Context: an optimization exercise on an open-source flow, tuned for small area, a short achievable clock period and few clock cycles per item. The choices shown serve that exercise and are no tape-out recipe. At most, simulation tests tie the RTL to the original design; equivalence was not proved. Function not checked in runs 2 and 3: the RTL went through the layout flow alone. Power figures rest on the tool's default switching activity, not on a simulated workload.

===== flow/flow/run.sh =====
#!/bin/bash
# Standard layout, with every port buffered by the smallest buffer cell and a
# clock tree of fewer, larger sink clusters without dummy loads.
set -euo pipefail
bash standard.sh 'BUFFER_PORTS_ARGS=-buffer_cell sky130_fd_sc_hd__buf_1' \
  'CTS_ARGS=-sink_clustering_enable -repair_clock_nets -buf_list {sky130_fd_sc_hd__clkbuf_8} -sink_clustering_size 16 -sink_clustering_max_diameter 60 -dont_use_dummy_load' \
  finish > layout.log 2>&1

===== flow/standard.sh =====
#!/bin/bash
# synth_recipe.tcl (not shown) runs the flow's synth.tcl, then flattens the netlist and writes it again
# the make line also repeats each setting of config.mk as NAME=value (left out here)
make -C /OpenROAD-flow-scripts/flow DESIGN_CONFIG=/design/flow/config.mk WORK_HOME=/design/flow/orfs CLKGATE_MAP_FILE= SYNTH_SCRIPT=/design/flow/synth_recipe.tcl "${@:-finish}"

===== flow/config.mk =====
export PLATFORM = sky130hd
export DESIGN_NAME = mp_mul_sched
export DESIGN_NICKNAME = mp_mul_sched
export VERILOG_FILES = /design/flow/design.v
export SDC_FILE = /design/flow/constraint.sdc
export NUM_CORES = 4
export LEC_CHECK = 0
export ABC_CLOCK_PERIOD_IN_PS = 2000
export CAP_MARGIN = 20
export CORE_MARGIN = 2
export CORE_UTILIZATION = 55
export PLACE_DENSITY = 0.75
export SETUP_SLACK_MARGIN = 3.9
export SLEW_MARGIN = 20

===== flow/constraint.sdc =====
create_clock -name core_clock -period 7.0 [get_ports {clk}]
set_input_delay 1.4000 -clock core_clock [delete_from_list [all_inputs] [get_ports {clk}]]
set_output_delay 1.4000 -clock core_clock [all_outputs]
set_load 0.01 [all_outputs]

===== flow/design.v =====
package rsa_pkg;
    localparam int DEF_WIDTH = 32;
    localparam int DEF_LIMBS = 4;
    localparam int MAX_OPW = 4096;
    typedef enum logic [1:0] {
        ST_IDLE,
        ST_ISSUE,
        ST_DRAIN,
        ST_DONE
    } state_t;
    function automatic logic [MAX_OPW-1:0] limb_sel(
        input logic [MAX_OPW-1:0] vec,
        input logic [31:0]        idx,
        input logic [31:0]        width
    );
        limb_sel = vec >> (idx * width);
    endfunction
endpackage
module mp_mul_retire_pipe #(
    parameter int TW = 3
) (
    input  logic          clk_i,
    input  logic          rst_i,
    input  logic          in_vld_i,
    input  logic [TW-1:0] in_tag_i,
    output logic          out_vld_o,
    output logic [TW-1:0] out_tag_o
);
    logic [1:0]    vld_q;
    logic [TW-1:0] tag0_q;
    logic [TW-1:0] tag1_q;
    always_ff @(posedge clk_i) begin
        if (rst_i) begin
            vld_q  <= '0;
            tag0_q <= '0;
            tag1_q <= '0;
        end else begin
            vld_q  <= {vld_q[0], in_vld_i};
            tag0_q <= in_tag_i;
            tag1_q <= tag0_q;
        end
    end
    assign out_vld_o = vld_q[1];
    assign out_tag_o = tag1_q;
endmodule
module mp_mul_sched #(
    parameter int WIDTH = rsa_pkg::DEF_WIDTH,
    parameter int LIMBS = rsa_pkg::DEF_LIMBS
) (
    input  logic                     clk,
    input  logic                     rst,
    input  logic                     start,
    input  logic [LIMBS*WIDTH-1:0]   op_a,
    input  logic [LIMBS*WIDTH-1:0]   op_b,
    output logic                     busy,
    output logic                     done,
    output logic [2*LIMBS*WIDTH-1:0] result,
    output logic [WIDTH-1:0]         mul_a,
    output logic [WIDTH-1:0]         mul_b,
    input  logic [WIDTH-1:0]         mul_lo,
    input  logic [WIDTH-1:0]         mul_hi
);
    localparam int OPW   = LIMBS * WIDTH;
    localparam int NPAIR = LIMBS * LIMBS;
    localparam int FIRST = 4;                  
    localparam int LAST  = NPAIR + FIRST - 1;  
    localparam int CW    = $clog2(LAST + 2);
    logic                     busy_q, done_q;
    logic [CW-1:0]            cnt_q;
    logic                     acc_q, sh_q, m_q, pm_q, z_q;
    logic [OPW-1:0]           ar_q;
    logic [OPW-1:0]           b_q;
    logic [(LIMBS-1)*WIDTH-1:0] fifo_q;
    logic [WIDTH-1:0]         cy_q;
    logic [WIDTH:0]           u_q;
    logic [WIDTH-1:0]         h_q;
    logic [WIDTH-1:0]         pop_n, ua, cz, push, hi, h1, h2, hs0, hs1;
    logic [WIDTH-2:0]         hc;
    logic [WIDTH:0]           u_n, lsum;
    function automatic logic [WIDTH:0] pp_add(input logic [WIDTH-1:0] a,
                                              input logic [WIDTH-1:0] b);
        logic [WIDTH-1:0] g, p, gn, pn;
        g = a & b;
        p = a ^ b;
        for (int d = 1; d < WIDTH; d = d * 2) begin
            gn = g;
            pn = p;
            for (int i = d; i < WIDTH; i++) begin
                gn[i] = g[i] | (p[i] & g[i-d]);
                pn[i] = p[i] & p[i-d];
            end
            g = gn;
            p = pn;
        end
        pp_add = {g[WIDTH-1], (a ^ b) ^ {g[WIDTH-2:0], 1'b0}};
    endfunction
    function automatic logic [WIDTH-1:0] pp_and(input logic [WIDTH-1:0] a);
        logic [WIDTH-1:0] c;
        c = a;
        for (int l = 0; (1 << l) < WIDTH; l++)
            for (int i = 0; i < WIDTH; i++)
                if ((i >> l) & 1) c[i] = c[i] & c[((i >> l) << l) - 1];
        pp_and = c;
    endfunction
    always_ff @(posedge clk) begin
        if (rst) begin
            busy_q <= 1'b0;
            done_q <= 1'b0;
            cnt_q  <= '0;
            acc_q  <= 1'b0;
            sh_q   <= 1'b0;
            m_q    <= 1'b0;
            pm_q   <= 1'b0;
            z_q    <= 1'b0;
        end else if (start && !busy_q) begin
            busy_q <= 1'b1;
            done_q <= 1'b0;
            cnt_q  <= CW'(1);
            acc_q  <= 1'b0;
            sh_q   <= 1'b0;
            m_q    <= 1'b0;
            pm_q   <= 1'b1;
            z_q    <= 1'b0;
        end else if (busy_q) begin
            cnt_q  <= cnt_q + CW'(1);
            acc_q  <= (cnt_q >= CW'(FIRST - 1)) && (cnt_q < CW'(LAST));
            sh_q   <= (cnt_q >= CW'(FIRST - 1)) && (cnt_q < CW'(LAST - LIMBS + 1)) &&
                      (((cnt_q + CW'(1) - CW'(FIRST)) % LIMBS) == 0);
            m_q    <= ((cnt_q + CW'(1) - CW'(FIRST)) % LIMBS) == 0;
            pm_q   <= cnt_q < CW'(FIRST - 2 + LIMBS);
            z_q    <= cnt_q == CW'(FIRST - 1);
            if (cnt_q == CW'(LAST)) begin
                busy_q <= 1'b0;
                done_q <= 1'b1;
            end
        end else begin
            done_q <= 1'b0;
            acc_q  <= 1'b0;
        end
    end
    always_comb begin
        pop_n = pm_q ? '0 : fifo_q[2*WIDTH-1:WIDTH];
        u_n   = pp_add(mul_lo, pop_n);
        ua    = m_q ? '0 : u_q[WIDTH-1:0];
        cz    = z_q ? '0 : cy_q;
        lsum  = pp_add(ua, cz);
        push  = lsum[WIDTH-1:0];
        hc    = pp_and({h_q[WIDTH-2:1], 1'b1});
        h1    = h_q ^ {hc & {(WIDTH-1){h_q[0]}}, 1'b1};
        h2    = h_q ^ {hc, 1'b0};
        hs0   = u_q[WIDTH] ? h1 : h_q;
        hs1   = u_q[WIDTH] ? h2 : h1;
        hi    = lsum[WIDTH] ? hs1 : hs0;
    end
    always_ff @(posedge clk) begin
        u_q <= u_n;
        h_q <= mul_hi;
        if (!busy_q) b_q <= op_b;
        else         b_q <= {b_q[WIDTH-1:0], b_q[OPW-1:WIDTH]};
        if (!busy_q) begin
            if (start) ar_q <= op_a;
        end else begin
            if (sh_q) ar_q <= {u_q[WIDTH-1:0], ar_q[OPW-1:WIDTH]};
            if (acc_q) begin
                fifo_q <= {push, fifo_q[(LIMBS-1)*WIDTH-1:WIDTH]};
                cy_q   <= hi;
            end
        end
    end
    assign busy   = busy_q;
    assign done   = done_q;
    assign result = {cy_q, fifo_q, ar_q};
    assign mul_a  = ar_q[WIDTH-1:0];
    assign mul_b  = b_q[WIDTH-1:0];
endmodule

==> notes.md, run 1 <==
- Clock tree from TritonCTS: done
- Number of I/O pins: 645
- 1st-iter DRT viols: 1448
- Critical setup path kind: flip-flop to flip-flop
- Remaining design rule violation count: 0
- Delay of the slowest critical-path stage: 0.51 ns
- Origin of the worst min-delay path: b_q[83]
- Final max-slew violation count: 0
- Hold violation count in the final report: 0
- First-pass GRT wire length: 95300 um
- Worst Hold Depth: 1
- Final Routed Wirelength: 68700 um
- Longest Clk Path Bufs: 3
- Part of the cycle the worst path needs: 0.458
- Post-placement cell area: 22600 sq um
- Unrepaired setup endpoints after global routing: yes
- Critical Path Source Type: flip-flop
- Cell breakdown of the critical path: nor2b_4 > ha_4 > and4_4 > nand2_2 > or4_4 > a21o_4 > a21oi_4 > maj3_2 > buf_4 > nand3_2 > xnor2_1
- Final worst clock skew: 0.0426 ns
- Leading register cell type out of synthesis: edfxtp_1
- Capture instance of the worst register-to-register path: cy_q[23]
- Worst slew slack as a fraction of its limit: 0.297
- Met3 usage: 0.0786
- Pwr Density: 238 nW/um^2
- Die X-Extent: 195 um
- Cell depth of the worst flop-to-flop path: 11
- Net Count, Synth: 1913
- Outcome: timing/DRC/antenna clean
- Via count of the first global-routing pass: 14162
- Sum of buffers and inverters on the critical path: 1
- Vias after detailed routing: 14930
- Final estimated routing congestion in global placement: 1.03
- Row count: 70
- Clock transition at the register clock pins on the worst setup and hold paths after CTS: 0.10 ns
- DP Wirelength: 53600 um
- Pin count of the biggest net entering global routing: 129
- # setup viols final: 0
- GR met2 Demand/Resource: 0.556
- Fraction of layout instances using a drive strength above 1: 0.196
- Terminating pin of the worst hold path: b_q[51]
- Area enclosed by the die boundary: 38100 sq um
- Number of buffers inserted for hold repair after clock tree synthesis: 0
- Reg-to-reg critical path startpoint: cy_q[10]
- H-tree levels: 2
- Number of library cell types mapped by synthesis: 61
- Chip Height: 195 um
- Family with the most delay on the worst path: simple AND/OR/NAND/NOR gates
- Clock sink count: 461
- Avg Vias per Cell: 5.74
- Met1 track demand over resource in global routing: 0.466
- Worst-path fanout max: 7
- Type of the worst min-delay path: flip-flop to flip-flop
- Core box area: 36300 sq um
- Peak ir drop on the vdd network: 0.193 mV
- Portion of the post-synthesis area used by sequential elements: 0.587
- Accumulated negative setup slack: 0 ns
- Antenna violations before repair: 18
- FFs w/ async S/R, synth: 0
- Clock network latency to the later pin of the worst-skew pair: 0.63 ns
- PortBufs: 644
- Fmax: 0.312 GHz
- Area growth syn-to-layout: 18.5%
- Post-synth EDFFs: 256
- Critical Path Sink Type: flip-flop
- Instance count of the mapped netlist: 1518
- Slowest cell on the critical path: edfxtp_1
- Count of yosys warnings during synthesis: 1
- Period minus WS final: 3.21 ns
- Largest cells by area after synthesis: edfxtp_1 (38%), dfxtp_1 (20%), mux2_2 (14%)
- Worst setup slack for register-to-register paths: 3.79 ns
- Largest area contributor in the netlist: edfxtp_1
- Post-Layout Inst Area: 23800 sq um
- Syn avg cell area: 13.2 sq um
- Final routed wire length divided by cell count: 26.4 um
- Actual transition at the worst max-transition pin: 1.05 ns
- Effective utilization at floorplan: 0.554
- Post-synthesis instance area: 20100 sq um
- Congestion Overflow GR: 0
- All-Layer GR Usage: 0.349
- Synthesized flop and latch total: 461
- Arrival time at the worst endpoint: 3.59 ns
- Number of nets in the final layout: 2523
- Top cell type's share of synthesized area: 0.382
- Detailed Routing Iterations Pass 1: 6
- Clk root buf: clkbuf_8
- # Max-Cap Violations: 0
- Number of nets with antenna violations after routing: 0
- Critical path launch point: cy_q[10]
- Most used routing layer in global routing: met2
- Number of buffers created by CTS: 39
- Required time at the worst-slack endpoint: 7.38 ns
- Static Leak: 8.53 nW
kinds of logic after synthesis:
kind of cell,synth area share
adder cells (fa/ha/maj),0.0477
AND/OR/NAND/NOR,0.0827
AO/OA/AOI/OAI,0.0626
buffers and inverters,0.0385
multiplexers,0.144
XOR/XNOR,0.0374
flip-flops,0.587
repair_timing:
item | 4_1_cts | 5_1_grt
endpoints found under the setup margin | 182 | 103
gates cloned | 4 | 0
buffers inserted | 20 | 11
resized for setup | 55 | 25
pin swaps | 30 | 19
power breakdown:
part / switching [W] / internal (W)
clock network: 0.000855 / 0.000501
logic: 0.000610 / 0.000495
registers: 0.000127 / 0.00309
total: 0.00159 / 0.00408
cells in the final DEF, fill, tap and decap left out, types with 24 or more instances in the layout:
cell type  synthesis  final
clkbuf_8           0     39
buf_1              0    643
buf_4             64     32
o21ai_0           32     25
nand2_1           55     52
nor2_1            38     37
mux2_2           256    256
ha_1              70     54
dfxtp_1          205    202
a21oi_1           64     60
xnor2_1           63     63
nor2b_1          101     92
a21o_1            26     24
edfxtp_1         256    256
cells in the mapped netlist (3+ instances only):
| cell | instances |
|---|---|
| xor2_1 | 21 |
| xnor2_1 | 63 |
| dfxtp_1 | 205 |
| maj3_1 | 3 |
| or4_1 | 4 |
| or3_1 | 3 |
| a2111oi_0 | 3 |
| and2_1 | 11 |
| o22a_1 | 3 |
| buf_4 | 64 |
| nand2b_1 | 8 |
| nor2b_1 | 101 |
| nand2_1 | 55 |
| o21ai_0 | 32 |
| a211oi_1 | 8 |
| o21a_1 | 8 |
| inv_1 | 20 |
| clkbuf_1 | 48 |
| a221oi_1 | 3 |
| edfxtp_1 | 256 |
| o22ai_1 | 3 |
| a21o_1 | 26 |
| a311oi_1 | 3 |
| nand4_1 | 21 |
| and4_1 | 3 |
| nor2_1 | 38 |
| and3_1 | 22 |
| buf_2 | 3 |
| a21oi_1 | 64 |
| a31oi_1 | 10 |
| nand3_1 | 21 |
| o21bai_1 | 11 |
| nor3_1 | 11 |
| mux2_2 | 256 |
| ha_1 | 70 |
flip-flops by register name (all words and copies together), names as in the netlist:
register  flops
pm_q          1
u_q          33
sh_q          1
b_q         128
acc_q         1
cy_q         32
busy_q        1
ar_q        128
h_q          32
done_q        1
fifo_q       96
z_q           1
cnt_q         5
m_q           1
layer usage:
metal	vias to the layer above	part of all wire
met3	127	0.097
met4	2	0.042
met2	794	0.46
li1	6669	-
met5	-	0.00017
met1	7338	0.40
final cells by class:
| type | instances | area, sq um |
|---|---|---|
| Inverter | 20 | 75.1 |
| Timing Repair Buffer | 684 | 2820 |
| Tap cell | 468 | 586 |
| Antenna cell | 9 | 22.5 |
| Sequential cell | 461 | 11800 |
| Multi-Input combinational cell | 922 | 7970 |
| Clock buffer | 39 | 537 |
| Fill cell | 2864 | 12400 |
worst max-delay path by stage:
stage	slack [ns]	cells past startpoint	endpoint
finish	3.79	11	cy_q[23]
global route	3.70	13	cy_q[12]
CTS	3.81	10	cy_q[14]
detailed placement	3.18	9	u_q[29]
global placement	3.25	9	u_q[29]
floorplan	3.73	10	u_q[29]
per-stage QoR:
step	utilization	cells	power (W)	setup slack, ns	hold slack [ns]
4_1_cts	0.650	2583	0.00564	3.81	0.454
2_1_floorplan	-	1518	0.00394	3.73	0.433
3_5_place_dp	0.623	2520	0.00427	3.18	0.433
6_report	0.657	2603	0.00567	3.79	0.453
3_3_place_gp	0.623	2520	0.00425	3.25	0.431
5_1_grt	0.656	2597	0.00587	3.70	0.473
worst reg2reg max path: stages (launching register included):
cell and delay (ns):
edfxtp_1 0.51, nor2b_4 0.19, ha_4 0.27, and4_4 0.26, nand2_2 0.06, or4_4 0.49
a21o_4 0.24, a21oi_4 0.28, maj3_2 0.32, buf_4 0.16, nand3_2 0.07, xnor2_1 0.13
Testbench counts, summed over its fixed seeds: cycles 19,200, items 960.
==> inputs of run 2 (changes only) <==
--- a/flow/design.v
+++ b/flow/design.v
@@ -68,5 +68,5 @@
     logic                     busy_q, done_q;
     logic [CW-1:0]            cnt_q;
-    logic                     acc_q, sh_q, m_q, pm_q, z_q;
+    logic                     sh_q, m_q, z_q;
     logic [OPW-1:0]           ar_q;
     logic [OPW-1:0]           b_q;
@@ -108,8 +108,6 @@
             done_q <= 1'b0;
             cnt_q  <= '0;
-            acc_q  <= 1'b0;
             sh_q   <= 1'b0;
             m_q    <= 1'b0;
-            pm_q   <= 1'b0;
             z_q    <= 1'b0;
         end else if (start && !busy_q) begin
@@ -117,17 +115,14 @@
             done_q <= 1'b0;
             cnt_q  <= CW'(1);
-            acc_q  <= 1'b0;
             sh_q   <= 1'b0;
-            m_q    <= 1'b0;
-            pm_q   <= 1'b1;
-            z_q    <= 1'b0;
+            m_q    <= 1'b1;
+            z_q    <= 1'b1;
         end else if (busy_q) begin
             cnt_q  <= cnt_q + CW'(1);
-            acc_q  <= (cnt_q >= CW'(FIRST - 1)) && (cnt_q < CW'(LAST));
             sh_q   <= (cnt_q >= CW'(FIRST - 1)) && (cnt_q < CW'(LAST - LIMBS + 1)) &&
                       (((cnt_q + CW'(1) - CW'(FIRST)) % LIMBS) == 0);
-            m_q    <= ((cnt_q + CW'(1) - CW'(FIRST)) % LIMBS) == 0;
-            pm_q   <= cnt_q < CW'(FIRST - 2 + LIMBS);
-            z_q    <= cnt_q == CW'(FIRST - 1);
+            m_q    <= (cnt_q < CW'(FIRST - 1)) ||
+                      (((cnt_q + CW'(1) - CW'(FIRST)) % LIMBS) == 0);
+            z_q    <= cnt_q < CW'(FIRST);
             if (cnt_q == CW'(LAST)) begin
                 busy_q <= 1'b0;
@@ -136,9 +131,8 @@
         end else begin
             done_q <= 1'b0;
-            acc_q  <= 1'b0;
         end
     end
     always_comb begin
-        pop_n = pm_q ? '0 : fifo_q[2*WIDTH-1:WIDTH];
+        pop_n = fifo_q[2*WIDTH-1:WIDTH];
         u_n   = pp_add(mul_lo, pop_n);
         ua    = m_q ? '0 : u_q[WIDTH-1:0];
@@ -162,5 +156,5 @@
         end else begin
             if (sh_q) ar_q <= {u_q[WIDTH-1:0], ar_q[OPW-1:WIDTH]};
-            if (acc_q) begin
+            begin
                 fifo_q <= {push, fifo_q[(LIMBS-1)*WIDTH-1:WIDTH]};
                 cy_q   <= hi;
--- a/flow/config.mk
+++ b/flow/config.mk
@@ -9,6 +9,5 @@
 export CAP_MARGIN = 20
 export CORE_MARGIN = 2
-export CORE_UTILIZATION = 55
-export PLACE_DENSITY = 0.75
+export CORE_UTILIZATION = 60
 export SETUP_SLACK_MARGIN = 3.9
 export SLEW_MARGIN = 20
==> notes.md, run 2 <==
- Required time at the worst-slack endpoint: 7.32 ns
- # placed instances: 2448
- Capture instance of the worst register-to-register path: cy_q[8]
- Vias after detailed routing: 14815
- Cell depth of the worst flop-to-flop path: 13
- Core box area: 32600 sq um
- Clock sink count: 459
- Worst slew slack as a fraction of its limit: 0.325
- Area growth syn-to-layout: 22.2%
- Number of I/O pins: 645
- Top cell type's share of synthesized area: 0.387
- Pwr Density: 263 nW/um^2
- Area enclosed by the die boundary: 34600 sq um
- Final Routed Wirelength: 68200 um
- Reg-to-reg critical path startpoint: m_q
- Congestion Overflow GR: 0
- FFs w/ async S/R, synth: 0
- Critical setup path kind: flip-flop to flip-flop
- Outcome: timing/DRC/antenna clean
- Worst setup slack for register-to-register paths: 3.74 ns
- Via count of the first global-routing pass: 13938
- # Max-Cap Violations: 0
- Final max-slew violation count: 0
- Cell types with the highest counts after synthesis: edfxtp_1 (256), mux2_2 (256), dfxtp_1 (203), nor2b_1 (73), ha_1 (70)
- Clock network latency to the later pin of the worst-skew pair: 0.58 ns
- Post-Layout Inst Area: 24300 sq um
- Critical path launch point: m_q
- Arrival time at the worst endpoint: 3.58 ns
- Post-route insts no fill: 2563
- Avg Vias per Cell: 5.78
- Post-placement cell area: 22400 sq um
- 1st-iter DRT viols: 1541
- Effective utilization at floorplan: 0.610
- DP Wirelength: 52400 um
- Accumulated negative setup slack: 0 ns
- Part of the cycle the worst path needs: 0.465
- Largest area contributor in the netlist: edfxtp_1
- Number of library cell types mapped by synthesis: 70
- Period minus WS final: 3.26 ns
- Detailed Routing Iterations Pass 1: 5
- Number of buffers created by CTS: 38
- Hold violation count in the final report: 0
- Longest Clk Path Bufs: 3
- Synthesized flop and latch total: 459
- Actual transition at the worst max-transition pin: 1.01 ns
- Biggest registers after layout: ar_q: 128 flops, b_q: 128 flops, fifo_q: 96 flops
- Clk root buf: clkbuf_8
- First-pass GRT wire length: 91200 um
- Type of the worst min-delay path: flip-flop to flip-flop
- Final worst clock skew: 0.0773 ns
- H-tree levels: 2
- PortBufs: 644
- Post-synth EDFFs: 256
- Post-route total power: 0.00639 W
- Number of nets in the final layout: 2505
- Largest cells by area after synthesis: edfxtp_1 (39%), dfxtp_1 (20%), mux2_2 (14%)
- Leading register cell type out of synthesis: edfxtp_1
- Clock transition at the register clock pins on the worst setup and hold paths after CTS: 0.10 ns
- Final estimated routing congestion in global placement: 1.02
- Worst-path fanout max: 8
- Chip Height: 186 um
- Pin count of the biggest net entering global routing: 171
- Static Leak: 8.75 nW
- Portion of the post-synthesis area used by sequential elements: 0.591
- Fmax: 0.307 GHz
- Remaining design rule violation count: 0
- Critical Path Sink Type: flip-flop
- # setup viols final: 0
- Critical Path Source Type: flip-flop
- Net Count, Synth: 1862
- Most common library cell in the layout ignoring fill and taps: buf_1
- All-Layer GR Usage: 0.373
- Peak ir drop on the vdd network: 0.231 mV
- Final routed wire length divided by cell count: 26.6 um
- Die X-Extent: 186 um
- Row count: 66
- Instance count of the mapped netlist: 1467
- Syn avg cell area: 13.6 sq um
- Unrepaired setup endpoints after global routing: yes
- Fraction of layout instances using a drive strength above 1: 0.247
- Post-synthesis instance area: 19900 sq um
- Number of nets with antenna violations after routing: 0
- Antenna violations before repair: 17
- Clock tree from TritonCTS: done
- Most frequent cells in the layout: buf_1 (635), mux2_2 (256), edfxtp_1 (256), dfxtp_1 (200), xnor2_1 (62)
- Count of yosys warnings during synthesis: 1
- Capturing instance or port of the critical path: cy_q[8]
==> run 2: cell types whose count changed in the layout (fill, tap and decap cells not counted), moves of 7 or more <==
cell,previous run,this run
ha_4,9,20
nand2_2,2,9
a21oi_2,3,13
nand4_1,21,14
nor2b_1,92,51
and3_1,21,12
ha_1,54,40
nor2b_2,3,18
buf_1,643,635
buf_6,2,11
buf_4,32,50
nand2_1,52,42
o21ai_0,25,15
a21oi_1,60,46
==> run 2: kinds of logic (layout without fill, tap and decap cells) <==
| logic type | Yosys count | in the layout | synth area share |
|---|---|---|---|
| compound gates | 196 | 196 | 0.0693 |
| fa+ha+maj | 76 | 77 | 0.0483 |
| xor+xnor | 88 | 88 | 0.0388 |
| other cells | 0 | 13 | 0 |
| mux | 257 | 257 | 0.145 |
| buf+inv | 130 | 770 | 0.0370 |
| simple gates | 261 | 261 | 0.0702 |
| flops | 459 | 459 | 0.591 |
==> run 2: stage by stage <==
| stage | hold WS (ns) | utilization | worst slack [ns] |
|---|---|---|---|
| floorplan | 0.433 | - | 3.38 |
| global placement | 0.434 | 0.687 | 2.93 |
| detailed placement | 0.438 | 0.687 | 2.87 |
| CTS | 0.390 | 0.726 | 3.83 |
| global route | 0.393 | 0.745 | 3.65 |
| finish | 0.393 | 0.745 | 3.74 |
==> run 2: repair_timing <==
item	CTS	global route
resized for setup	80	92
setup endpoints to repair	52	50
hold buffers	0	0
gates cloned	5	0
buffers inserted	34	25
pin swaps	38	64
==> run 2: worst max-delay path: stages (launching register included) <==
cell,delay (ns)
dfxtp_4,0.41
buf_12,0.14
nor2b_4,0.05
ha_4,0.15
fa_2,0.36
a211oi_4,0.28
nor4_2,0.09
nor2_2,0.18
nand2_2,0.11
a21oi_4,0.23
o211ai_4,0.18
or2_1,0.30
a311o_1,0.39
o221a_2,0.13
==> run 2: final cells by class <==
cell class	count	area (sq um)
multi-input combinational	879	8200
timing repair buffer	713	3170
tap	442	553
clock buffer	38	523
fill	2321	8310
sequential	459	11800
antenna	13	32.5
inverter	19	71.3
==> run 2: worst min path at each step <==
stage / cells after the start / endpoint / slack (ns) / from
detailed placement: 0 / fifo_q[46] / 0.44 / fifo_q[78]
global placement: 0 / fifo_q[58] / 0.43 / fifo_q[90]
floorplan: 1 / b_q[0] / 0.43 / b_q[32]
CTS: 0 / fifo_q[46] / 0.39 / fifo_q[78]
finish: 0 / fifo_q[46] / 0.39 / fifo_q[78]
global route: 0 / fifo_q[46] / 0.39 / fifo_q[78]
==> run 2: power by group <==
part,total (W),switching (W),internal [W]
clock network,0.00130,0.000814,0.000489
registers,0.00344,0.000226,0.00321
logic,0.00165,0.000901,0.000746
==> run 2: routing by layer <==
metal,vias up,share of wire,GRT usage
li1,6597,-,-
met1,7124,0.38,0.501
met2,939,0.44,0.542
met3,153,0.14,0.153
met4,2,0.036,0.141
met5,-,0.00019,0
==> inputs of run 3 (changes only) <==
--- a/flow/config.mk
+++ b/flow/config.mk
@@ -10,4 +10,5 @@
 export CORE_MARGIN = 2
 export CORE_UTILIZATION = 60
+export PLACE_DENSITY = 0.75
 export SETUP_SLACK_MARGIN = 3.9
 export SLEW_MARGIN = 20
==> notes.md, run 3 <==
- Outcome: timing/DRC/antenna clean
- Family with the most delay on the worst path: compound AO/OA/AOI/OAI gates
- Die X-Extent: 186 um
- # setup viols final: 0
- Number of nets with antenna violations after routing: 0
- Most frequent cells in the layout: buf_1 (638), mux2_2 (256), edfxtp_1 (256), dfxtp_1 (200), xnor2_1 (58)
- Clock transition at the register clock pins on the worst setup and hold paths after CTS: 0.10 ns
- Largest cells by area after synthesis: edfxtp_1 (39%), dfxtp_1 (20%), mux2_2 (14%)
- FFs w/ async S/R, synth: 0
- Final Routed Wirelength: 66900 um
- Net Count, Synth: 1862
- H-tree levels: 2
- PortBufs: 644
- Final design utilization: 0.739
- Final max-slew violation count: 0
- Top cell type's share of synthesized area: 0.387
- Number of buffers created by CTS: 38
- Fraction of layout instances using a drive strength above 1: 0.241
- # Max-Cap Violations: 0
- Longest Clk Path Bufs: 3
- Arithmetic-cell share of the synthesized area counting full adders, half adders and majority gates: 0.0483
- Post-route total power: 0.00635 W
- Chip Height: 186 um
- Capture instance of the worst register-to-register path: cy_q[16]
- Sum of buffers and inverters on the critical path: 1
- Vias after detailed routing: 14673
- Leading register cell type out of synthesis: edfxtp_1
- Antenna violations before repair: 12
- Area taken by multi-input logic gates: 8210 sq um
- Hold violation count in the final report: 0
- Path length in cells of the critical path: 11
- Critical Path Source Type: input pin
- Fmax: 0.300 GHz
- Clock network latency to the later pin of the worst-skew pair: 0.58 ns
- Static Leak: 8.64 nW
- Pin count of the biggest net entering global routing: 228
- Cell depth of the worst flop-to-flop path: 12
- Biggest registers after layout: ar_q: 128 flops, b_q: 128 flops, fifo_q: 96 flops
- Area enclosed by the die boundary: 34600 sq um
- Avg Vias per Cell: 5.77
- Portion of the post-synthesis area used by sequential elements: 0.591
- Number of nets in the final layout: 2489
- Peak ir drop on the vdd network: 0.200 mV
- Syn avg cell area: 13.6 sq um
- Critical setup path kind: input pin to flip-flop
- Clk root buf: clkbuf_8
- XOR/XNOR share of the synthesized area: 0.0388
- Congestion Overflow GR: 0
- Simple-gate area share of the yosys netlist: 0.0702
- Detailed Routing Iterations Pass 1: 5
- Core box area: 32600 sq um
- Synth Area in Compound Gates: 0.0693
- Part of the cycle the worst path needs: 0.476
- Critical path launch point: mul_lo[13]
- Row count: 66
- Largest family of logic cells by synthesized area: multiplexers
- Worst setup slack for register-to-register paths: 3.73 ns
- Cell breakdown of the critical path: buf_1 > ha_4 > a21o_1 > a311oi_1 > o21bai_1 > a311oi_2 > nand2_4 > a311oi_4 > a21oi_2 > a221oi_2 > xnor2_1
- Capturing instance or port of the critical path: u_q[30]
- Arrival time at the worst endpoint: 3.80 ns
- Post-synth EDFFs: 256
- Final routed wire length divided by cell count: 26.3 um
- Unrepaired setup endpoints after global routing: yes
- Critical Path Sink Type: flip-flop
- DP Wirelength: 52500 um
- Via count of the first global-routing pass: 13583
- Type of the worst min-delay path: flip-flop to flip-flop
- Final estimated routing congestion in global placement: 1.04
- Worst-path fanout max: 6
- Area used by sequential logic in the layout: 11800 sq um
- Final worst clock skew: 0.0532 ns
- Slowest cell on the critical path: a311oi_4
- 1st-iter DRT viols: 1658
- Number of fillers in the final layout: 2289
- Largest area contributor in the netlist: edfxtp_1
- Remaining design rule violation count: 0
- Hold slack: 0.444 ns
- Most common library cell in the layout ignoring fill and taps: buf_1
- Count of yosys warnings during synthesis: 1
- Clock sink count: 459
- Worst slew slack as a fraction of its limit: 0.346
- All-Layer GR Usage: 0.370
- Required time at the worst-slack endpoint: 7.47 ns
- Number of library cell types mapped by synthesis: 70
- Multiplexer fraction of the synthesized cell area: 0.145
- Number of I/O pins: 645
- Actual transition at the worst max-transition pin: 0.982 ns
- Accumulated negative setup slack: 0 ns
- Reg-to-reg critical path startpoint: cy_q[0]
- Synthesized flop and latch total: 459
- Cell types with the highest counts after synthesis: edfxtp_1 (256), mux2_2 (256), dfxtp_1 (203), nor2b_1 (73), ha_1 (70)
- Delay of the slowest critical-path stage: 0.35 ns
- Period minus WS final: 3.33 ns
- Area growth syn-to-layout: 21.3%
- Clock tree from TritonCTS: done
- Effective utilization at floorplan: 0.610
- Number of buffers inserted for hold repair after clock tree synthesis: 0
- First-pass GRT wire length: 90200 um
- Pwr Density: 263 nW/um^2
- Instance count of the mapped netlist: 1467
- Post-synthesis instance area: 19900 sq um
## run 3: cell counts after synthesis
No cell type changed its count.
## run 3: cell families after synthesis
| kind of cell | after synthesis |
|---|---|
| buffers and inverters | 130 |
| adders and majority gates | 76 |
| and+or+nand+nor | 261 |
| xor gates and xnor gates | 88 |
| AOI/OAI and AO/OA | 196 |
| DFF | 459 |
| muxes | 257 |
## run 3: what timing repair did
| item | in CTS | in global routing |
|---|---|---|
| endpoints found under the setup margin | 53 | 49 |
| gates resized for setup | 88 | 75 |
| setup buffers | 23 | 21 |
| gates cloned | 3 | 0 |
| pin swaps | 36 | 44 |
## run 3: power breakdown
part,total [W],internal [W],switching (W)
combinational,0.00162,0.000710,0.000906
sequential,0.00342,0.00321,0.000209
clock,0.00131,0.000489,0.000824
total,0.00635,0.00441,0.00194
## run 3: metal layers
| metal | GRT usage | part of all wire | vias up |
|---|---|---|---|
| li1 | - | - | 6568 |
| met3 | 0.159 | 0.15 | 131 |
| met5 | 0 | 0.00040 | - |
| met2 | 0.524 | 0.43 | 843 |
| met1 | 0.506 | 0.38 | 7127 |
| met4 | 0.133 | 0.031 | 4 |
## run 3: layout make-up
| class | count | share of cell area |
|---|---|---|
| antenna | 11 | 0.00114 |
| clock buffer | 38 | 0.0217 |
| inverter | 19 | 0.00296 |
| multi-input combinational | 879 | 0.341 |
| sequential | 459 | 0.488 |
| tap | 442 | 0.0229 |
| timing repair buffer | 697 | 0.123 |
## run 3: stage by stage
step                      setup slack (ns)  instances  cell area (sq um)
final                                 3.67       2545              24100
after detailed placement              2.88       2448              22400
after global routing                  3.65       2541              24100
after global placement                2.92       2448              22400
after CTS                             3.81       2512              23500
after floorplan                       3.38       1467              20000
## run 3: worst min-delay path by stage
stage,from,end,slack (ns),cells past startpoint
5_1_grt,fifo_q[81],fifo_q[49],0.44,0
3_3_place_gp,fifo_q[90],fifo_q[58],0.43,0
6_report,fifo_q[81],fifo_q[49],0.44,0
4_1_cts,fifo_q[81],fifo_q[49],0.43,0
3_5_place_dp,fifo_q[95],fifo_q[63],0.44,0
2_1_floorplan,b_q[32],b_q[0],0.43,1
## run 3: worst register-to-register path: stages, from the launching register on
cell,delay (ns)
edfxtp_1,0.45
nor2b_4,0.17
ha_4,0.17
fa_2,0.42
a211oi_4,0.25
nor4_2,0.06
nor2_1,0.21
nand2_2,0.12
a21oi_4,0.27
o211ai_4,0.19
or2_1,0.29
a311o_1,0.32
o221a_2,0.13

separate check: timing with driven ports:
In the flow no input, the clock included, has a driving cell. The finished layouts below were timed again as built, in two steps. Step 1 sets driving cells, clkbuf_16 on the clock port and buf_2 on the other inputs (assumed; they add their load-dependent delay and slew). Step 2, shift: input delay + t, output delay - t, t = (earliest + latest rising clock arrival at the registers) / 2. This alone moves slack from input paths to output paths. Slacks: no drivers / after step 1 / after step 2; pairs: no drivers / after step 1.
run	shift t [ns]	slack for setup (ns)	hold slack, ns	worst setup path after step 2
run 1	0.661	3.791 / 3.791 / 3.317	0.453 / 0.453 / 0.453	input to register
run 2	0.589	3.742 / 3.742 / 3.221	0.393 / 0.393 / 0.393	input to register
run 3	0.609	3.668 / 3.646 / 3.038	0.444 / 0.444 / 0.444	input to register
After both steps setup and hold are still met in every run listed. For run 3, which loses most, drivers alone change the setup slack by -0.022 ns; drivers and shift together by -0.630 ns.
